What follows belongs to an exercise in optimizing a design on an open flow for small area and a short achievable clock period; a production flow would make more cautious choices.
The RTL was checked by simulation tests, not by an equivalence proof against the original design.
Power and IR drop assume default switching activity.

==> design.v <==
module beam_topk_sort #(
    parameter int NBEAM_IN = 64,
    parameter int BEAM     = 16,
    parameter int PWR_W    = 32
) (
    input  logic                        i_clk,
    input  logic                        i_reset_n,
    input  logic                        i_pwr_vld,
    input  logic                        i_pwr_sop,
    input  logic [PWR_W-1:0]            i_pwr_data,
    output logic [BEAM-1:0][7:0]        o_beam_idx,
    output logic [BEAM-1:0][PWR_W-1:0]  o_beam_pwr,
    output logic                        o_rbg_load,
    output logic                        o_busy,
    output logic                        o_err_sop
);
    localparam int IW = 6;                        
    localparam logic [IW-1:0] CNT_LAST_C = IW'(NBEAM_IN - 1);
    logic            collect_r;      
    logic            flush_r;        
    logic [IW-1:0]   cnt_r;          
    logic            rbg_load_r;
    logic            err_sop_r;
    logic start_s, beam_s, take_s, acc_s;
    assign start_s = i_pwr_vld &  i_pwr_sop;
    assign beam_s  = i_pwr_vld & ~i_pwr_sop;
    assign take_s  = beam_s & collect_r;          
    assign acc_s   = start_s | take_s;            
    always_ff @(posedge i_clk) begin
        if (!i_reset_n) begin
            collect_r  <= 1'b0;
            flush_r    <= 1'b0;
            cnt_r      <= '0;
            rbg_load_r <= 1'b0;
            err_sop_r  <= 1'b0;
        end else begin
            rbg_load_r <= flush_r;
            err_sop_r  <= (start_s & collect_r) | (beam_s & ~collect_r);
            if (start_s) begin
                collect_r <= 1'b1;
                flush_r   <= 1'b0;
                cnt_r     <= IW'(1);
            end else if (take_s) begin
                cnt_r     <= cnt_r + IW'(1);
                if (cnt_r == CNT_LAST_C) begin
                    collect_r <= 1'b0;
                    flush_r   <= 1'b1;
                end else begin
                    flush_r   <= 1'b0;
                end
            end else begin
                flush_r   <= 1'b0;
            end
        end
    end
    logic [BEAM-1:0][PWR_W-1:0] list_pwr_r;
    logic [BEAM-1:0][IW-1:0]    list_idx_r;
    logic [BEAM-1:0]            list_vld_r;   
    logic [PWR_W-1:0]           smp_pwr_r;    
    logic [IW-1:0]              smp_idx_r;
    logic [BEAM-1:0]            pos_ge_r;     
    logic [BEAM-1:0][PWR_W-1:0] ins_pwr_s;
    logic [BEAM-1:0][IW-1:0]    ins_idx_s;
    logic [BEAM-1:0]            ins_vld_s;
    always_comb begin
        for (int i = 0; i < BEAM; i++) begin
            if (pos_ge_r[i]) begin
                ins_pwr_s[i] = list_pwr_r[i];
                ins_idx_s[i] = list_idx_r[i];
            end else if (i == 0 || pos_ge_r[(i == 0) ? 0 : i-1]) begin
                ins_pwr_s[i] = smp_pwr_r;
                ins_idx_s[i] = smp_idx_r;
            end else begin
                ins_pwr_s[i] = list_pwr_r[(i == 0) ? 0 : i-1];
                ins_idx_s[i] = list_idx_r[(i == 0) ? 0 : i-1];
            end
        end
        if (start_s)
            ins_vld_s = '0;
        else if (pos_ge_r[BEAM-1])
            ins_vld_s = list_vld_r;
        else
            ins_vld_s = {list_vld_r[BEAM-2:0], 1'b1};
    end
    logic [BEAM-1:0] cmp_list_s;      
    logic            cmp_smp_s;       
    logic [BEAM-1:0] pos_ge_s;
    always_comb begin
        for (int i = 0; i < BEAM; i++)
            cmp_list_s[i] = list_pwr_r[i] >= i_pwr_data;
        cmp_smp_s = smp_pwr_r >= i_pwr_data;
        for (int i = 0; i < BEAM; i++) begin
            if (pos_ge_r[i])
                pos_ge_s[i] = cmp_list_s[i];
            else if (i == 0 || pos_ge_r[(i == 0) ? 0 : i-1])
                pos_ge_s[i] = cmp_smp_s;
            else
                pos_ge_s[i] = cmp_list_s[(i == 0) ? 0 : i-1];
            pos_ge_s[i] = ~acc_s | (ins_vld_s[i] & pos_ge_s[i]);
        end
    end
    always_ff @(posedge i_clk) begin
        list_pwr_r <= ins_pwr_s;
        list_idx_r <= ins_idx_s;
        list_vld_r <= ins_vld_s;
        smp_pwr_r  <= i_pwr_data;
        smp_idx_r  <= start_s ? '0 : cnt_r;
        pos_ge_r   <= pos_ge_s;
    end
    logic [BEAM-1:0][IW-1:0]    beam_idx_r;
    logic [BEAM-1:0][PWR_W-1:0] beam_pwr_r;
    always_ff @(posedge i_clk) begin
        if (!i_reset_n) begin
            for (int i = 0; i < BEAM; i++)
                beam_idx_r[i] <= IW'(i);
            beam_pwr_r <= '0;
        end else if (flush_r) begin
            beam_idx_r <= ins_idx_s;
            beam_pwr_r <= ins_pwr_s;
        end
    end
    always_comb begin
        for (int i = 0; i < BEAM; i++)
            o_beam_idx[i] = {{(8-IW){1'b0}}, beam_idx_r[i]};
    end
    assign o_beam_pwr = beam_pwr_r;
    assign o_rbg_load = rbg_load_r;
    assign o_busy     = collect_r;
    assign o_err_sop  = err_sop_r;
endmodule
==> run.sh <==
#!/bin/bash
# synth_recipe.tcl (not shown) runs the flow's synth.tcl, then flattens the netlist and writes it again
# the make line also repeats each setting of config.mk as NAME=value (left out here)
make -C /OpenROAD-flow-scripts/flow DESIGN_CONFIG=/design/flow/config.mk WORK_HOME=/design/flow/orfs CLKGATE_MAP_FILE= SYNTH_SCRIPT=/design/flow/synth_recipe.tcl finish
==> config.mk <==
export PLATFORM = sky130hd
export DESIGN_NAME = beam_topk_sort
export DESIGN_NICKNAME = beam_topk_sort
export VERILOG_FILES = /design/flow/design.v
export SDC_FILE = /design/flow/constraint.sdc
export NUM_CORES = 4
export LEC_CHECK = 0
export ABC_CLOCK_PERIOD_IN_PS = 2500
export CAP_MARGIN = 20
export CORE_MARGIN = 2
export CORE_UTILIZATION = 45
export SETUP_SLACK_MARGIN = 0.8
export SLEW_MARGIN = 20
==> constraint.sdc <==
create_clock -name core_clock -period 4.0 [get_ports {i_clk}]
set_input_delay 0.8000 -clock core_clock [delete_from_list [all_inputs] [get_ports {i_clk}]]
set_output_delay 0.8000 -clock core_clock [all_outputs]
set_load 0.01 [all_outputs]
==> results of run 1 <==
[layout make-up]
| cell class | instances | area, um2 |
|---|---|---|
| Sequential cell | 1296 | 26010 |
| Tap cell | 1781 | 2228 |
| Timing Repair Buffer | 811 | 8075 |
| Clock buffer | 216 | 4419 |
| Antenna cell | 2 | 5.005 |
| Fill cell | 12112 | 60280 |
| Inverter | 58 | 221.5 |
| Clock inverter | 48 | 576.8 |
| Multi-Input combinational cell | 4474 | 33320 |
[registers in the layout, indices dropped and copies added (netlist names), 6 cells and up]
| register | flops |
|---|---|
| pos_ge_r | 16 |
| smp_idx_r | 6 |
| list_vld_r | 16 |
| cnt_r | 6 |
| smp_pwr_r | 32 |
| list_pwr_r | 512 |
| beam_pwr_r | 512 |
| beam_idx_r | 96 |
| list_idx_r | 96 |
[cells in the mapped netlist, drive strengths merged (10+ instances only)]
| master | number |
|---|---|
| nand2 | 739 |
| o211ai | 17 |
| nor3 | 21 |
| clkbuf | 275 |
| buf | 136 |
| o21ai | 662 |
| nor2 | 83 |
| and2 | 10 |
| nand3 | 30 |
| mux2 | 39 |
| and4 | 24 |
| a21o | 82 |
| mux2i | 1198 |
| nand4 | 64 |
| nor2b | 581 |
| ha | 545 |
| dfxtp | 1296 |
| a221oi | 17 |
| nand2b | 20 |
| inv | 58 |
| a211oi | 22 |
| a21oi | 185 |
| o21a | 10 |
[cells in the final DEF, fill, tap and decap left out, drive strengths merged, types with 20 or more instances in the layout]
master	instances
nor3	21
nand2	739
mux2	39
a211oi	22
nand2b	20
dfxtp	1296
nand4	64
clkinv	28
a21oi	185
ha	545
nor2	83
nand3	30
a21o	82
conb	32
o21ai	662
clkbuf	216
clkdlybuf4s50	644
and4	24
mux2i	1198
inv	63
buf	166
nor2b	581
[power breakdown]
group	total [mW]	leakage (nW)	switching (mW)	internal (mW)
clock	13.9	2.46	5.60	8.32
combinational	7.39	17.9	4.40	2.99
sequential	16.4	10.6	1.94	14.5
total	37.7	31.0	11.9	25.8
[worst paths after layout]
| kind | startpoint | endpoint |
|---|---|---|
| setup / recovery | i_pwr_data[10] | pos_ge_r[13]$_DFF_P_ |
| hold / removal | list_idx_r[94]$_DFF_P_ | list_idx_r[94]$_DFF_P_ |
| setup reg to reg | smp_pwr_r[0]$_DFF_P_ | pos_ge_r[11]$_DFF_P_ |
| hold reg to reg | list_idx_r[94]$_DFF_P_ | list_idx_r[94]$_DFF_P_ |
[metrics by stage]
stage | instance area [um2] | hold WS, ns | std cells
CTS | 74790 | 0.4542 | 8683
finish | 74850 | 0.4716 | 8686
global route | 74850 | 0.4794 | 8685
floorplan | 61220 | 0.4370 | 6239
global placement | 69790 | 0.4562 | 8419
detailed placement | 69790 | 0.4607 | 8419
[worst min-delay path: stages, from the launching register on]
cell	delay, ns
dfxtp_1	0.30
nand2_1	0.04
o21ai_0	0.08
[logic make-up after synthesis]
family	synth area share (%)
xor gates and xnor gates	0.07168
DFF	42.46
buffers and inverters	3.270
muxes	20.34
other	0.006137
adders and majority gates	11.16
AOI/OAI and AO/OA	9.617
and+or+nand+nor	13.08
[repair_timing]
| item | CTS | global route |
|---|---|---|
| hold buffers | 0 | 0 |
| setup endpoints to repair | 0 | 12 |
| resized for setup | 0 | 10 |
| buffers inserted | 0 | 1 |
[metal layers]
metal  vias to the layer above  track usage, %  wire length [um]
li1                      22976               -                 -
met1                     21906           35.04             85750
met2                      1155           49.91             99660
met3                       296           6.096             12110
met4                         0           9.353              6300
met5                         -               0                 0
==> impl_metrics.env, run 1 <==
export IMPL_grt_pass1_vias=45442
export IMPL_postRouteAntennaNets=0
export IMPL_hold_depth=2
export IMPL_drtIter0Drc=2983
export IMPL_fmax_mhz=318.5
export IMPL_finClkSkew_ns=0.02622
export IMPL_max_slew_margin_rel_pct=31.49
export IMPL_cts_tree="built"
export IMPL_period_share_pct=78.49
export IMPL_crit_family="compound AO/OA/AOI/OAI gates"
export IMPL_p_total_mw=37.74
export IMPL_top_level_ports=679
export IMPL_drive_gt1_share_pct=6.780
export IMPL_crit_chain="clkdlybuf4s50_1 -> inv_1 -> buf_4 -> ha_1 -> nand2_1 -> o21ai_0 -> a211oi_1 -> o211ai_1 -> a21oi_1 -> o21ai_0 -> a31o_2"
export IMPL_power_density_nw_per_um2=504.2
export IMPL_setup_viol=0
export IMPL_drt_pass1_iter_count=7
export IMPL_place_ws_ns=0.04426
export IMPL_slew_violations=0
export IMPL_required_ns=4.65
export IMPL_min_path_type="reg2reg"
export IMPL_cts_buffer_depth=3
export IMPL_synth_avg_cell_area_um2=9.843
export IMPL_max_vdd_ir_drop_uv=403.3
export IMPL_core_um2=135100
export IMPL_synth_warnings=1
export IMPL_critPathLaunchType="input port"
export IMPL_ys_seq_area_share_pct=42.46
export IMPL_start_util_pct=45.22
export IMPL_vias=46333
export IMPL_synth_top_area_share_pct=42.46
export IMPL_yosys_area_top_type="dfxtp_1"
export IMPL_rsz0062_at_grt="true"
export IMPL_synth_seq_cells=1296
export IMPL_hold_viol_final=0
export IMPL_syn_inst=6208
export IMPL_routed_wl_um=203800
export IMPL_hpwl_um=155400
export IMPL_gr_total_overflow=0
export IMPL_synthFlopType="dfxtp_1"
export IMPL_syn_cell_area_um2=61110
export IMPL_worstPathArrival_ns=3.79
export IMPL_slowest_stage="clkdlybuf4s50_1"
export IMPL_cp_depth=11
export IMPL_gp_congestion=0.9386
export IMPL_clock_latency_ns=0.77
export IMPL_die_h_um=372.5
export IMPL_postSynth_asyncResetShare_pct=0
export IMPL_p_leak_nw=31.04
export IMPL_fin_crit_ns=3.140
export IMPL_grt_start_max_net_pins=160
export IMPL_cpPeakStageDelay_ns=0.49
export IMPL_tightest_slew_ns=1.028
export IMPL_dieArea_um2=138800
export IMPL_cts_inserted_buffers=147
export IMPL_cts_sinks=1296
export IMPL_synth_area_leaders="dfxtp_1, mux2i_1, ha_1"
export IMPL_crit_type="in2reg"
export IMPL_drv_cap=0
export IMPL_post_drt_wl_per_cell_um=23.47
export IMPL_grt_pass1_wl_um=298000
export IMPL_finalSetupTns_ns=0
export IMPL_grt_usage_pct=28.66
export IMPL_clkSlewWorstSetupHoldPaths_ns=0.06
export IMPL_critPathMaxFanout=10
export IMPL_fin_util_pct=55.39
export IMPL_portBuffers=646
export IMPL_r2r_slack_ns=1.00
export IMPL_status="complete, no violations"
export IMPL_path_buf_inv=3
export IMPL_end_kind="flip-flop"
export IMPL_rows=135
export IMPL_htreeDepth=4
export IMPL_die_w_um=372.5
export IMPL_crit_top_cell="o21ai_0"
export IMPL_synth_cell_types=63
export IMPL_routed_via_density=5.334
export IMPL_r2r_cells=11
export IMPL_antenna_found_initial=2
export IMPL_area_growth_pct=22.49
export IMPL_cts_root_buffer="clkbuf_16"
export IMPL_setup_slack_ns=0.8605
export IMPL_nNetsFinal=7369
export IMPL_drc=0
export IMPL_synth_edf_count=0
==> run 2: changes to the inputs <==
--- a/config.mk
+++ b/config.mk
@@ -5,9 +5,8 @@
 export SDC_FILE = /design/flow/constraint.sdc
 export NUM_CORES = 4
 export LEC_CHECK = 0
-export ABC_CLOCK_PERIOD_IN_PS = 2500
 export CAP_MARGIN = 20
 export CORE_MARGIN = 2
 export CORE_UTILIZATION = 45
-export SETUP_SLACK_MARGIN = 0.8
+export SETUP_SLACK_MARGIN = 1.2
 export SLEW_MARGIN = 20
==> run 2 against run 1 <==
  * Clock skew grew 0.0011 ns
  * Die area is the same
  * Final area grew 1.5%
  * Area after synthesis is the same
  * Routed wire length grew 1.4%
  * Count of clock-buffer cells in the layout shrank 2
  * Clock power is essentially flat
  * Power grew 1.1%
  * Highest routed layer unchanged
==> impl_metrics.env, run 2 <==
export IMPL_status="complete, no violations"
export IMPL_synth_seq_cells=1296
export IMPL_postRouteAntennaNets=0
export IMPL_setup_viol=0
export IMPL_dieArea_um2=138800
export IMPL_p_total_mw=38.17
export IMPL_top_level_ports=679
export IMPL_postSynth_asyncResetShare_pct=0
export IMPL_finClkSkew_ns=0.02730
export IMPL_routed_wl_um=206700
export IMPL_nNetsFinal=7424
export IMPL_rows=135
export IMPL_r2r_cells=12
export IMPL_hold_depth=1
export IMPL_regArea_um2=26010
export IMPL_drv_cap=0
export IMPL_top_regs="beam_pwr_r (512), list_pwr_r (512)"
export IMPL_multi_input_area_um2=33700
export IMPL_syn_cell_area_um2=61110
export IMPL_fill_cells=11940
export IMPL_synth_top_area_share_pct=42.46
export IMPL_tightest_slew_ns=1.115
export IMPL_yosys_area_top_type="dfxtp_1"
export IMPL_finalSetupTns_ns=0
export IMPL_synth_avg_cell_area_um2=9.843
export IMPL_area_growth_pct=24.32
export IMPL_cts_root_buffer="clkbuf_16"
export IMPL_start_util_pct=45.22
export IMPL_synth_cell_types=63
export IMPL_power_density_nw_per_um2=502.5
export IMPL_final_common_cell="dfxtp_1"
export IMPL_synthTopCellsByCount="dfxtp_1, mux2i_1, nand2_1"
export IMPL_grt_start_max_net_pins=135
export IMPL_htreeDepth=4
export IMPL_routed_via_density=5.354
export IMPL_cts_tree="built"
export IMPL_wl_met3_um=12740
export IMPL_drt_pass1_iter_count=6
export IMPL_clock_latency_ns=0.78
export IMPL_place_ws_ns=0.01379
export IMPL_slew_violations=0
export IMPL_cts_inserted_buffers=146
export IMPL_min_path_type="in2reg"
export IMPL_gp_congestion=0.9296
export IMPL_end_kind="flip-flop"
export IMPL_clkSlewWorstSetupHoldPaths_ns=0.06
export IMPL_worstPathArrival_ns=3.45
export IMPL_ys_seq_area_share_pct=42.46
export IMPL_setup_slack_ns=1.217
export IMPL_rsz0062_at_grt="false"
export IMPL_crit_type="in2reg"
export IMPL_cts_hold_buf=0
export IMPL_max_slew_margin_rel_pct=25.64
export IMPL_hold_viol_final=0
export IMPL_drive_gt1_share_pct=8.709
export IMPL_max_vdd_ir_drop_uv=455.9
export IMPL_grt_pass1_wl_um=298200
export IMPL_drtIter0Drc=2758
export IMPL_critPathMaxFanout=14
export IMPL_die_h_um=372.5
export IMPL_cts_buffer_depth=3
export IMPL_gr_total_overflow=0
export IMPL_grt_pass1_vias=45554
export IMPL_portBuffers=646
export IMPL_fin_crit_ns=2.783
export IMPL_highest_layer="met4"
export IMPL_synthFlopType="dfxtp_1"
export IMPL_core_um2=135100
export IMPL_drt_met1_wl_um=86800
export IMPL_synth_warnings=1
export IMPL_fin_hold_ws_ns=0.2252
export IMPL_die_w_um=372.5
export IMPL_critPathLaunchType="input port"
export IMPL_synth_edf_count=0
export IMPL_period_share_pct=69.57
export IMPL_syn_inst=6208
export IMPL_wl_met2_um=100500
export IMPL_synth_area_leaders="dfxtp_1, mux2i_1, ha_1"
export IMPL_synth_most_common_cell="dfxtp_1"
export IMPL_grt_usage_pct=28.77
export IMPL_antenna_found_initial=4
export IMPL_drc=0
export IMPL_final_cell_mix="dfxtp_1, mux2i_1, nand2_1, o21ai_0, clkdlybuf4s50_1"
export IMPL_p_leak_nw=31.50
export IMPL_vias=46796
export IMPL_post_drt_wl_per_cell_um=23.65
export IMPL_hpwl_um=155400
export IMPL_fmax_mhz=359.4
export IMPL_required_ns=4.67
export IMPL_cts_sinks=1296
-- run 2: changes by cell type in the layout (fill, tap and decap cells not counted), sizes merged --
cell / change
clkdlybuf4s15: +3
buf: +54
clkdlybuf4s50: -28
clkbuf: +1
clkdlybuf4s18: +1
bufinv: +2
dlymetal6s2s: +16
dlygate4sd2: +7
inv: -17
clkinv: -3
clkinvlp: +19
-- run 2: metrics by stage --
stage	utilization [%]	std cells	area (um2)
after CTS	55.74	8706	75320
after global routing	56.22	8740	75970
final	56.22	8741	75970
after global placement	51.73	8419	69900
after floorplan	-	6239	61330
after detailed placement	51.73	8419	69900
-- run 2: where the power goes --
group          internal [mW]  switching [mW]  total [mW]
Combinational           3.15            4.53        7.68
Clock                   8.38            5.66        14.0
Sequential              14.5            1.96        16.5
-- run 2: worst max-delay path: stages --
cell and delay, ns:
clkdlybuf4s50_1 0.57, inv_2 0.11, buf_12 0.16, ha_1 0.33, nand3_1 0.13, or4_4 0.62
a31oi_4 0.17, nor2_1 0.06, mux2_2 0.27, o311ai_2 0.21
-- run 2: final cells by class --
class,instances,area share [%]
Antenna cell,2,0.006588
Inverter,58,0.3837
Clock buffer,214,5.761
Clock inverter,49,0.8449
Multi-Input combinational cell,4474,44.36
Sequential cell,1296,34.23
Tap cell,1781,2.933
Timing Repair Buffer,867,11.47
-- run 2: final timing paths --
kind / from / to / slack, ns
max reg2reg: smp_pwr_r[16]$_DFF_P_ / pos_ge_r[2]$_DFF_P_ / 1.30
min reg2reg: beam_idx_r[87]$_SDFFE_PN1P_ / beam_idx_r[87]$_SDFFE_PN1P_ / 0.48
min: i_pwr_data[23] / smp_pwr_r[23]$_DFF_P_ / 0.23
max: i_pwr_data[10] / pos_ge_r[1]$_DFF_P_ / 1.22
-- run 2: kinds of logic (layout without fill, tap and decap cells) --
kind of cell / count (synthesis) / after routing / synth area share [%]
DFF: 1296 / 1296 / 42.46
adders and majority gates: 545 / 545 / 11.16
muxes: 1237 / 1237 / 20.34
other: 1 / 34 / 0.006137
buffers and inverters: 469 / 1188 / 3.270
xor gates and xnor gates: 5 / 5 / 0.07168
AOI/OAI and AO/OA: 1052 / 1052 / 9.617
and+or+nand+nor: 1603 / 1603 / 13.08
-- run 2: layer usage --
layer  vias to the layer above  track usage [%]
li1                      23082                -
met3                       294            6.838
met1                     22285            34.79
met5                         -                0
met2                      1135            50.07
met4                         0            9.291
-- run 2: what timing repair did --
item | 4_1_cts | 5_1_grt
gates resized for setup | 73 | 93
setup buffers | 24 | 31
pin swaps | 12 | 22
endpoints found under the hold margin | 0 | 0
gates cloned | 0 | 2
setup endpoints to repair | 16 | 16
==> run 3: changes to the inputs <==
==> flow/run.sh (new file) <==
#!/bin/bash
set -euo pipefail
bash standard.sh BUFFER_PORTS_ARGS="-buffer_cell sky130_fd_sc_hd__buf_2" finish > standard_flow.log 2>&1
==> standard.sh (new file) <==
#!/bin/bash
# synth_recipe.tcl (not shown) runs the flow's synth.tcl, then flattens the netlist and writes it again
# the make line also repeats each setting of config.mk as NAME=value (left out here)
make -C /OpenROAD-flow-scripts/flow DESIGN_CONFIG=/design/flow/config.mk WORK_HOME=/design/flow/orfs CLKGATE_MAP_FILE= SYNTH_SCRIPT=/design/flow/synth_recipe.tcl "${@:-finish}"
removed: run.sh
==> run 3 against run 2 <==
  * Power decreased by 1.0%
  * Still clean on timing, DRC and antenna
  * Global-route usage decreased by 0.51 points
  * Maximum frequency decreased by 2.6%
  * Largest cell class unchanged
  * Non-clock buffer count decreased by 41
  * Critical path type unchanged
  * Count of clock-buffer cells in the layout increased by 6
  * Clock skew decreased by 0.0043 ns
==> impl_metrics.env, run 3 <==
export IMPL_routed_via_density=5.349
export IMPL_cts_hold_buf=0
export IMPL_synth_top_area_share_pct=42.46
export IMPL_vias=46561
export IMPL_min_path_type="in2reg"
export IMPL_antenna_found_initial=6
export IMPL_grt_pass1_vias=45361
export IMPL_final_cell_mix="dfxtp_1, mux2i_1, nand2_1, o21ai_0, buf_2"
export IMPL_r2r_slack_ns=1.26
export IMPL_fmax_mhz=350.0
export IMPL_area_growth_pct=17.59
export IMPL_p_leak_nw=32.23
export IMPL_comb_power_share_pct=19.7
export IMPL_synth_seq_cells=1296
export IMPL_synth_edf_count=0
export IMPL_hold_path_end="smp_pwr_r[2]$_DFF_P_"
export IMPL_synthFlopType="dfxtp_1"
export IMPL_die_h_um=372.5
export IMPL_rows=135
export IMPL_seqPwrFrac_pct=43.6
export IMPL_cts_inserted_buffers=146
export IMPL_synthTopCellsByCount="dfxtp_1, mux2i_1, nand2_1"
export IMPL_gp_congestion=0.9359
export IMPL_hold_depth=1
export IMPL_end_kind="flip-flop"
export IMPL_regArea_um2=26010
export IMPL_syn_inst=6208
export IMPL_fill_cells=12436
export IMPL_core_um2=135100
export IMPL_cts_buffer_depth=3
export IMPL_fin_crit_ns=2.857
export IMPL_status="complete, no violations"
export IMPL_setup_slack_ns=1.143
export IMPL_critPathMaxFanout=13
export IMPL_max_slew_margin_rel_pct=26.07
export IMPL_tightest_slew_ns=1.109
export IMPL_clkSlewWorstSetupHoldPaths_ns=0.06
export IMPL_dieArea_um2=138800
export IMPL_cts_sinks=1296
export IMPL_cts_tree="built"
export IMPL_htreeDepth=4
export IMPL_cts_root_buffer="clkbuf_16"
export IMPL_synth_cell_types=63
export IMPL_p_int_mw=25.72
export IMPL_postSynth_asyncResetShare_pct=0
export IMPL_r2r_cells=9
export IMPL_period_share_pct=71.42
export IMPL_top_regs="beam_pwr_r (512), list_pwr_r (512)"
export IMPL_top_level_ports=679
export IMPL_synth_most_common_cell="dfxtp_1"
export IMPL_grt_usage_pct=28.26
export IMPL_synth_avg_cell_area_um2=9.843
export IMPL_place_ws_ns=0.04274
export IMPL_worst_r2r_startpoint="list_pwr_r[128]$_DFF_P_"
export IMPL_critPathLaunchType="input port"
export IMPL_post_drt_wl_per_cell_um=23.25
export IMPL_postRouteAntennaNets=0
export IMPL_synth_area_leaders="dfxtp_1, mux2i_1, ha_1"
export IMPL_drv_cap=0
export IMPL_worstPathArrival_ns=3.53
export IMPL_slew_violations=0
export IMPL_routed_wl_um=202400
export IMPL_nNetsFinal=7383
export IMPL_drt_pass1_iter_count=6
export IMPL_drive_gt1_share_pct=16.66
export IMPL_start_util_pct=45.22
export IMPL_finClkSkew_ns=0.02302
export IMPL_finalSetupTns_ns=0
export IMPL_clkPwrFrac_pct=36.6
export IMPL_required_ns=4.67
export IMPL_power_density_nw_per_um2=525.7
export IMPL_crit_type="in2reg"
export IMPL_max_vdd_ir_drop_uv=382.0
export IMPL_grt_pass1_wl_um=293400
export IMPL_syn_cell_area_um2=61110
export IMPL_multi_input_area_um2=33460
export IMPL_drtIter0Drc=3028
export IMPL_rsz0062_at_grt="true"
export IMPL_final_common_cell="dfxtp_1"
export IMPL_clock_latency_ns=0.79
export IMPL_yosys_area_top_type="dfxtp_1"
export IMPL_ys_seq_area_share_pct=42.46
export IMPL_portBuffers=646
export IMPL_setup_viol=0
export IMPL_grt_start_max_net_pins=132
export IMPL_die_w_um=372.5
export IMPL_drc=0
export IMPL_switching_share_pct=31.91
export IMPL_synth_warnings=1
export IMPL_hpwl_um=153200
export IMPL_rr_endpoint="pos_ge_r[4]$_DFF_P_"
export IMPL_gr_total_overflow=0
export IMPL_min_from="i_pwr_data[2]"
export IMPL_power_switching_mw=12.05
export IMPL_hold_viol_final=0
run 3: cell counts after synthesis:
No cell type changed its count.
run 3: layout make-up:
| type | instances | share of cell area, % |
|---|---|---|
| well taps | 1781 | 3.101 |
| repair buffers | 826 | 6.857 |
| clock inverters | 46 | 0.8219 |
| inverters | 58 | 0.3709 |
| diodes | 4 | 0.01393 |
| flip-flops and latches | 1296 | 36.20 |
| clock buffers | 220 | 6.079 |
| multi-input cells | 4474 | 46.56 |
run 3: worst max-delay path, cell delays in order:
cell,delay (ns)
buf_2,0.12
inv_1,0.48
buf_4,0.27
ha_1,0.23
nand2_1,0.08
nor3_1,0.07
a211oi_2,0.57
o211ai_1,0.24
a21oi_2,0.34
mux2i_1,0.11
a21o_1,0.21
run 3: power by group through the flow:
stage          clock (mW)  sequential (mW)  combinational, mW
6_report             13.8             16.5               7.45
3_3_place_gp            0             16.7               7.15
2_1_floorplan           0             15.6               5.15
4_1_cts              14.1             16.5               7.36
5_1_grt              14.6             16.6               8.33
3_5_place_dp            0             16.7               7.28
run 3: per-stage QoR:
step           power, mW  hold slack (ns)  instances  area, um2  util [%]
3_5_place_dp       23.99           0.4554       8412      66530     49.23
2_1_floorplan      20.76           0.4370       6239      61330         -
5_1_grt            39.59          0.09391       8704      71850     53.17
4_1_cts            37.93          0.05345       8679      71560     52.96
6_report           37.78           0.1347       8705      71860     53.18
3_3_place_gp       23.87           0.4519       8412      66530     49.23
run 3: routing by layer:
layer / vias to the layer above / global-route usage (%) / routed length [um] / share of wire, %
li1: 23014 / - / - / -
met1: 22011 / 33.83 / 83540 / 41
met2: 1200 / 48.44 / 97700 / 48
met3: 336 / 6.753 / 13160 / 6.5
met4: 0 / 11.55 / 8023 / 4.0
met5: - / 0 / 0 / 0
run 3: how the worst max path moves through the flow:
stage,startpoint,to
after global routing,smp_pwr_r[17]$_DFF_P_,pos_ge_r[11]$_DFF_P_
after global placement,i_pwr_data[7],pos_ge_r[4]$_DFF_P_
after floorplan,i_pwr_data[5],pos_ge_r[8]$_DFF_P_
after detailed placement,i_pwr_data[7],pos_ge_r[4]$_DFF_P_
after CTS,smp_pwr_r[0]$_DFF_P_,pos_ge_r[12]$_DFF_P_
final,i_pwr_data[6],pos_ge_r[4]$_DFF_P_
run 3: repair_timing:
item | 4_1_cts | 5_1_grt
setup endpoints to repair | 16 | 16
gates resized for setup | 14 | 19
pin swaps | 3 | 6
setup buffers | 1 | 21
cloned | 0 | 1
run 3: cells by family (layout without fill, tap and decap cells):
kind of cell / count (synthesis) / count (layout) / synth area share (%)
AND/OR/NAND/NOR: 1603 / 1603 / 13.08
flip-flops: 1296 / 1296 / 42.46
multiplexers: 1237 / 1237 / 20.34
AO/OA/AOI/OAI: 1052 / 1052 / 9.617
adder cells (fa/ha/maj): 545 / 545 / 11.16
buffers and inverters: 469 / 1150 / 3.270
XOR/XNOR: 5 / 5 / 0.07168
other: 1 / 36 / 0.006137
==> run 4: changes to the inputs <==
--- a/config.mk
+++ b/config.mk
@@ -8,5 +8,5 @@
 export CAP_MARGIN = 20
 export CORE_MARGIN = 2
 export CORE_UTILIZATION = 45
-export SETUP_SLACK_MARGIN = 1.2
+export SETUP_SLACK_MARGIN = 1.7
 export SLEW_MARGIN = 20
==> run 4 against run 3 <==
  * Combinational power grew 2.8%
  * Sequential power is essentially flat
  * Routed wire length grew 0.24%
  * Non-clock buffer count grew 17
  * Area after synthesis is the same
  * Cell count grew 0.11%
  * Utilization grew 0.38 points
  * Via count grew 0.13%
  * Global-route usage shrank 0.052 points
  * Worst hold slack gained 0.0030 ns
  * Largest power group unchanged
==> impl_metrics.env, run 4 <==
export IMPL_final_cell_mix="dfxtp_1, mux2i_1, nand2_1, o21ai_0, buf_2"
export IMPL_cts_sinks=1296
export IMPL_period_share_pct=65.68
export IMPL_die_h_um=372.5
export IMPL_top_regs="beam_pwr_r (512), list_pwr_r (512)"
export IMPL_slew_violations=0
export IMPL_dp_cells=8416
export IMPL_max_vdd_ir_drop_uv=340.0
export IMPL_rsz0062_at_grt="true"
export IMPL_htreeDepth=4
export IMPL_setup_slack_ns=1.373
export IMPL_synth_avg_cell_area_um2=9.843
export IMPL_area_growth_pct=18.43
export IMPL_crit_type="in2reg"
export IMPL_cts_root_buffer="clkbuf_16"
export IMPL_cts_tree="built"
export IMPL_synth_seq_cells=1296
export IMPL_rows=135
export IMPL_syn_cell_area_um2=61110
export IMPL_cpPeakStageDelay_ns=0.63
export IMPL_comb_power_share_pct=20.3
export IMPL_synthTopCellsByCount="dfxtp_1, mux2i_1, nand2_1"
export IMPL_portBuffers=646
export IMPL_required_ns=4.66
export IMPL_cts_inserted_buffers=147
export IMPL_critPathLaunchType="input port"
export IMPL_cts_buffer_depth=3
export IMPL_grt_pass1_vias=45450
export IMPL_synth_top_area_share_pct=42.46
export IMPL_p_int_mw=25.65
export IMPL_layoutNonFillerInstCount=8715
export IMPL_status="complete, no violations"
export IMPL_grt_start_max_net_pins=112
export IMPL_path_buf_inv=3
export IMPL_synth_edf_count=0
export IMPL_tightest_slew_ns=1.055
export IMPL_worstPathArrival_ns=3.29
export IMPL_postRouteAntennaNets=0
export IMPL_end_kind="flip-flop"
export IMPL_routed_wl_um=202900
export IMPL_power_switching_mw=12.07
export IMPL_final_common_cell="dfxtp_1"
export IMPL_setup_viol=0
export IMPL_seqPwrFrac_pct=43.4
export IMPL_die_w_um=372.5
export IMPL_start_util_pct=45.22
export IMPL_switching_share_pct=31.99
export IMPL_p_leak_nw=32.38
export IMPL_fin_hold_ws_ns=0.1376
export IMPL_place_ws_ns=0.09916
export IMPL_placed_area_um2=66590
export IMPL_routed_via_density=5.349
export IMPL_nNetsFinal=7401
export IMPL_post_drt_wl_per_cell_um=23.28
export IMPL_finClkSkew_ns=0.03412
export IMPL_synth_area_leaders="dfxtp_1, mux2i_1, ha_1"
export IMPL_syn_inst=6208
export IMPL_clock_latency_ns=0.77
export IMPL_crit_chain="buf_2 -> clkinvlp_4 -> buf_6 -> ha_4 -> and4_1 -> o21ai_1 -> or4_1 -> a31oi_2 -> nor2_1 -> mux2_4 -> o311ai_4"
export IMPL_synth_cell_types=63
export IMPL_synthFlopType="dfxtp_1"
export IMPL_max_slew_margin_rel_pct=29.65
export IMPL_drive_gt1_share_pct=17.46
export IMPL_slowest_stage="or4_1"
export IMPL_hold_viol_final=0
export IMPL_drv_cap=0
export IMPL_top_level_ports=679
export IMPL_fill_cells=12400
export IMPL_drt_pass1_iter_count=7
export IMPL_yosys_area_top_type="dfxtp_1"
export IMPL_grt_pass1_wl_um=292600
export IMPL_power_density_nw_per_um2=521.2
export IMPL_crit_family="simple AND/OR/NAND/NOR gates"
export IMPL_postSynth_asyncResetShare_pct=0
export IMPL_drc=0
export IMPL_gp_congestion=0.9095
export IMPL_fmax_mhz=380.6
export IMPL_gr_total_overflow=0
export IMPL_clkPwrFrac_pct=36.3
export IMPL_vias=46620
export IMPL_fin_crit_ns=2.627
export IMPL_min_path_type="in2reg"
export IMPL_antenna_found_initial=4
export IMPL_ys_seq_area_share_pct=42.46
export IMPL_core_um2=135100
export IMPL_dieArea_um2=138800
export IMPL_clkSlewWorstSetupHoldPaths_ns=0.06
export IMPL_finalSetupTns_ns=0
export IMPL_hpwl_um=152000
export IMPL_drtIter0Drc=2751
export IMPL_critPathMaxFanout=11
export IMPL_grt_usage_pct=28.21
export IMPL_synth_most_common_cell="dfxtp_1"
export IMPL_final_area_um2=72370
export IMPL_synth_warnings=1
==> run 4: cell counts after synthesis <==
Identical to the previous run, type by type.
==> run 4: logic make-up (layout without fill, tap and decap cells) <==
kind of cell	count (synthesis)	in the layout	share of synthesized area (%)
and+or+nand+nor	1603	1603	13.08
DFF	1296	1296	42.46
muxes	1237	1237	20.34
AOI/OAI and AO/OA	1052	1052	9.617
adders and majority gates	545	545	11.16
buffers and inverters	469	1162	3.270
xor gates and xnor gates	5	5	0.07168
other	1	34	0.006137
==> run 4: path summary, 6_finish.rpt <==
path                                 end                         from  slack (ns)  cells after the start
min reg2reg  beam_idx_r[61]$_SDFFE_PN1P_  beam_idx_r[61]$_SDFFE_PN1P_        0.47                      2
max                  pos_ge_r[1]$_DFF_P_                i_pwr_data[5]        1.37                     11
min                smp_pwr_r[18]$_DFF_P_               i_pwr_data[18]        0.14                      1
max reg2reg          pos_ge_r[8]$_DFF_P_         smp_pwr_r[0]$_DFF_P_        1.37                     12
==> run 4: layer usage <==
layer	part of all wire, %	track usage (%)
met2	48	48.11
met5	0	0
met3	7.0	7.542
met1	40	32.86
met4	4.6	13.09
==> run 4: cell type report <==
cell class              count  area [um2]  share of cell area, %
flip-flops and latches   1296       26010                  35.95
multi-input cells        4474       33720                  46.59
clock buffers             217        4399                  6.079
clock inverters            44       495.5                 0.6846
repair buffers            843        5228                  7.223
well taps                1781        2228                  3.079
diodes                      2       5.005               0.006916
inverters                  58       285.3                 0.3942
==> run 4: worst register-to-register path: cells and delay by family, from the launching register on <==
family / cells / cell delay, ns
AO/OA/AOI/OAI: 6 / 1.25
buffers and inverters: 4 / 0.57
flip-flops: 1 / 0.35
adder cells (fa/ha/maj): 1 / 0.24
AND/OR/NAND/NOR: 1 / 0.14
==> run 4: power groups by stage <==
| stage | Clock [mW] | Combinational, mW | Sequential (mW) |
|---|---|---|---|
| 2_1_floorplan | 0 | 5.15 | 15.6 |
| 3_3_place_gp | 0 | 7.08 | 16.6 |
| 3_5_place_dp | 0 | 7.25 | 16.6 |
| 4_1_cts | 13.9 | 7.50 | 16.4 |
| 5_1_grt | 14.5 | 8.54 | 16.5 |
| 6_report | 13.7 | 7.66 | 16.4 |
==> run 4: what timing repair did <==
item | 4_1_cts | 5_1_grt
setup endpoints to repair | 20 | 33
gates resized for setup | 88 | 28
hold buffers | 0 | 0
pin swaps | 24 | 13
setup buffers | 29 | 7
==> run 4: through the flow <==
stage | power [mW] | util, %
CTS | 37.80 | 53.39
global placement | 23.72 | 49.28
finish | 37.72 | 53.56
floorplan | 20.77 | -
global route | 39.52 | 53.56
detailed placement | 23.89 | 49.28
==> run 5: changes to the inputs <==
==> run.sh (new file) <==
#!/bin/bash
# synth_recipe.tcl (not shown) runs the flow's synth.tcl, then flattens the netlist and writes it again
# the make line also repeats each setting of config.mk as NAME=value (left out here)
make -C /OpenROAD-flow-scripts/flow DESIGN_CONFIG=/design/flow/config.mk WORK_HOME=/design/flow/orfs CLKGATE_MAP_FILE= SYNTH_SCRIPT=/design/flow/synth_recipe.tcl finish
--- a/config.mk
+++ b/config.mk
@@ -7,6 +7,5 @@
 export LEC_CHECK = 0
 export CAP_MARGIN = 20
 export CORE_MARGIN = 2
-export CORE_UTILIZATION = 45
-export SETUP_SLACK_MARGIN = 1.7
+export CORE_UTILIZATION = 40
 export SLEW_MARGIN = 20
removed: flow/run.sh
removed: standard.sh
==> run 5 against run 4 <==
  * Critical path type unchanged
  * Global-route usage is 2.6 points lower
  * Worst hold slack better by 0.33 ns
  * Still clean on timing, DRC and antenna
  * Sequential power hardly changed
==> impl_metrics.env, run 5 <==
export IMPL_start_util_pct=40.23
export IMPL_dieArea_um2=155900
export IMPL_crit_type="in2reg"
export IMPL_drtIter0Drc=2548
export IMPL_required_ns=4.65
export IMPL_min_path_type="reg2reg"
export IMPL_grt_pass1_wl_um=301200
export IMPL_core_um2=151900
export IMPL_rows=143
export IMPL_path_buf_inv=3
export IMPL_syn_inst=6208
export IMPL_synthTopCellsByCount="dfxtp_1, mux2i_1, nand2_1"
export IMPL_drc=0
export IMPL_setup_viol=0
export IMPL_synthFlopType="dfxtp_1"
export IMPL_postCtsSetupBuffers=0
export IMPL_drv_cap=0
export IMPL_postRouteAntennaNets=0
export IMPL_p_total_mw=37.84
export IMPL_fin_hold_ws_ns=0.4722
export IMPL_rsz0062_at_grt="false"
export IMPL_portBuffers=646
export IMPL_synth_cell_types=63
export IMPL_p_leak_nw=31.07
export IMPL_critPathMaxFanout=6
export IMPL_critPathLaunchType="input port"
export IMPL_nNetsFinal=7388
export IMPL_yosys_area_top_type="dfxtp_1"
export IMPL_crit_chain="clkdlybuf4s50_1 -> inv_1 -> buf_4 -> ha_1 -> a21oi_1 -> o21ai_0 -> a221o_1 -> a211oi_1 -> a21oi_1 -> a31oi_1 -> o21ai_0"
export IMPL_max_slew_margin_rel_pct=30.38
export IMPL_syn_cell_area_um2=61110
export IMPL_cts_tree="built"
export IMPL_crit_family="compound AO/OA/AOI/OAI gates"
export IMPL_gp_congestion=0.9143
export IMPL_hold_viol_final=0
export IMPL_power_density_nw_per_um2=503.1
export IMPL_status="complete, no violations"
export IMPL_cts_hold_buf=0
export IMPL_hpwl_um=160100
export IMPL_antenna_found_initial=4
export IMPL_htreeDepth=4
export IMPL_top_level_ports=679
export IMPL_final_cell_mix="dfxtp_1, mux2i_1, nand2_1, o21ai_0, clkdlybuf4s50_1"
export IMPL_drive_gt1_share_pct=6.857
export IMPL_grt_start_max_net_pins=142
export IMPL_area_growth_pct=23.07
export IMPL_max_vdd_ir_drop_uv=371.1
export IMPL_synth_top_area_share_pct=42.46
export IMPL_cts_buffer_depth=3
export IMPL_clkSlewWorstSetupHoldPaths_ns=0.06
export IMPL_gr_total_overflow=0
export IMPL_dp_cells=8690
export IMPL_setup_slack_ns=0.5639
export IMPL_routed_wl_um=206100
export IMPL_die_w_um=394.9
export IMPL_end_kind="flip-flop"
export IMPL_fin_crit_ns=3.436
export IMPL_grt_pass1_vias=46028
export IMPL_routed_via_density=5.157
export IMPL_worstPathArrival_ns=4.09
export IMPL_clock_latency_ns=0.78
export IMPL_tightest_slew_ns=1.044
export IMPL_finClkSkew_ns=0.02185
export IMPL_grt_usage_pct=25.62
export IMPL_synth_edf_count=0
export IMPL_synth_warnings=1
export IMPL_finalSetupTns_ns=0
export IMPL_fmax_mhz=291.0
export IMPL_cts_root_buffer="clkbuf_16"
export IMPL_ys_seq_area_share_pct=42.46
export IMPL_layoutNonFillerInstCount=8945
export IMPL_slew_violations=0
export IMPL_drt_pass1_iter_count=5
export IMPL_period_share_pct=85.90
export IMPL_fill_cells=14051
export IMPL_final_common_cell="dfxtp_1"
export IMPL_cpPeakStageDelay_ns=0.69
export IMPL_vias=46130
export IMPL_synth_seq_cells=1296
export IMPL_cts_inserted_buffers=145
export IMPL_post_drt_wl_per_cell_um=23.04
export IMPL_place_ws_ns=-0.1313
export IMPL_regArea_um2=26010
export IMPL_die_h_um=394.9
export IMPL_cts_sinks=1296
export IMPL_slowest_stage="a211oi_1"
export IMPL_multi_input_area_um2=33280
export IMPL_top_regs="beam_pwr_r (512), list_pwr_r (512)"
export IMPL_synth_avg_cell_area_um2=9.843
export IMPL_synth_most_common_cell="dfxtp_1"
export IMPL_postSynth_asyncResetShare_pct=0
export IMPL_synth_area_leaders="dfxtp_1, mux2i_1, ha_1"
export IMPL_cts_resized=0
## run 5: cell counts after synthesis
Identical to the previous run, type by type.
## run 5: layout make-up
type	instances	share of cell area, %
repair buffers	832	10.89
flip-flops and latches	1296	34.58
clock inverters	50	1.023
clock buffers	203	5.572
well taps	2030	3.377
multi-input cells	4474	44.25
diodes	2	0.006655
inverters	58	0.2895
## run 5: tightest hold or removal path, stage by stage, from the launching register on
cell and delay, ns:
dfxtp_1 0.32, mux2i_1 0.06, nand2_1 0.06
## run 5: report_power, final
group / switching [mW] / internal [mW] / total (mW)
clock network: 5.61 / 8.34 / 14.0
logic: 4.47 / 3.01 / 7.48
registers: 1.90 / 14.5 / 16.4
## run 5: cell families after synthesis
family          after synthesis  synth area share (%)
xor+xnor                      5               0.07168
simple gates               1603                 13.08
other cells                   1              0.006137
compound gates             1052                 9.617
flops                      1296                 42.46
buf+inv                     469                 3.270
mux                        1237                 20.34
fa+ha+maj                   545                 11.16
## run 5: stage by stage
| stage | instance area [um2] | utilization [%] |
|---|---|---|
| 2_1_floorplan | 61220 | - |
| 3_3_place_gp | 70240 | 46.24 |
| 3_5_place_dp | 70240 | 46.24 |
| 4_1_cts | 75200 | 49.50 |
| 5_1_grt | 75200 | 49.50 |
| 6_report | 75200 | 49.51 |
## run 5: final timing paths
check	from	end	slack, ns	cells past startpoint
hold reg to reg	beam_idx_r[54]$_SDFFE_PN1P_	beam_idx_r[54]$_SDFFE_PN1P_	0.47	2
setup / recovery	i_pwr_data[25]	pos_ge_r[14]$_DFF_P_	0.56	11
hold / removal	beam_idx_r[54]$_SDFFE_PN1P_	beam_idx_r[54]$_SDFFE_PN1P_	0.47	2
setup reg to reg	smp_pwr_r[0]$_DFF_P_	pos_ge_r[8]$_DFF_P_	1.08	11
## run 5: routing by layer
metal  part of all wire (%)  vias to the layer above  global-route usage (%)
met5                 0.0063                        -                       0
met4                    3.1                        2                   8.349
met3                    6.5                      277                   6.920
met2                     50                     1029                   45.45
met1                     41                    21805                   29.67
li1                       -                    23017                       -

==> static timing again, ports no longer ideal <==
How much do the figures lean on ideal ports? The routed layouts below were timed once more, with nothing changed but the port constraints. Step 1 (the two cells are an assumption about what drives the block):
set clk [get_ports {i_clk}]
set_driving_cell -lib_cell sky130_fd_sc_hd__clkbuf_16 $clk
set_driving_cell -lib_cell sky130_fd_sc_hd__buf_2 [delete_from_list [all_inputs] $clk]
Step 2 moves the port delays by t, midway between the first and last clock arrival at a register: inputs arrive t later, outputs are due t later. That takes back most of the time a late clock gives input paths. Slacks: ideal / step 1 / step 2; pairs: ideal / step 1.
| run | shift t [ns] | slack for setup (ns) | latest minus earliest clock arrival (ns) | worst register clock-pin slew, ns | cell pins on the clock port's net |
|---|---|---|---|---|---|
| run 1 | 0.839 | 0.860 / 0.920 / 0.082 | 0.031 / 0.031 | 0.07 / 0.07 | 1 |
| run 2 | 0.847 | 1.217 / 1.228 / 0.411 | 0.029 / 0.029 | 0.07 / 0.07 | 1 |
| run 3 | 0.861 | 1.143 / 1.205 / 0.343 | 0.024 / 0.023 | 0.06 / 0.06 | 1 |
| run 4 | 0.845 | 1.373 / 1.373 / 0.566 | 0.050 / 0.050 | 0.07 / 0.07 | 1 |
| run 5 | 0.851 | 0.564 / 0.545 / -0.307 | 0.023 / 0.023 | 0.07 / 0.07 | 1 |
Met with ideal ports but missed after step 2: setup timing in run 5. The setup slack of run 5, which loses most, moves by -0.019 ns with the drivers and by -0.871 ns with both steps.
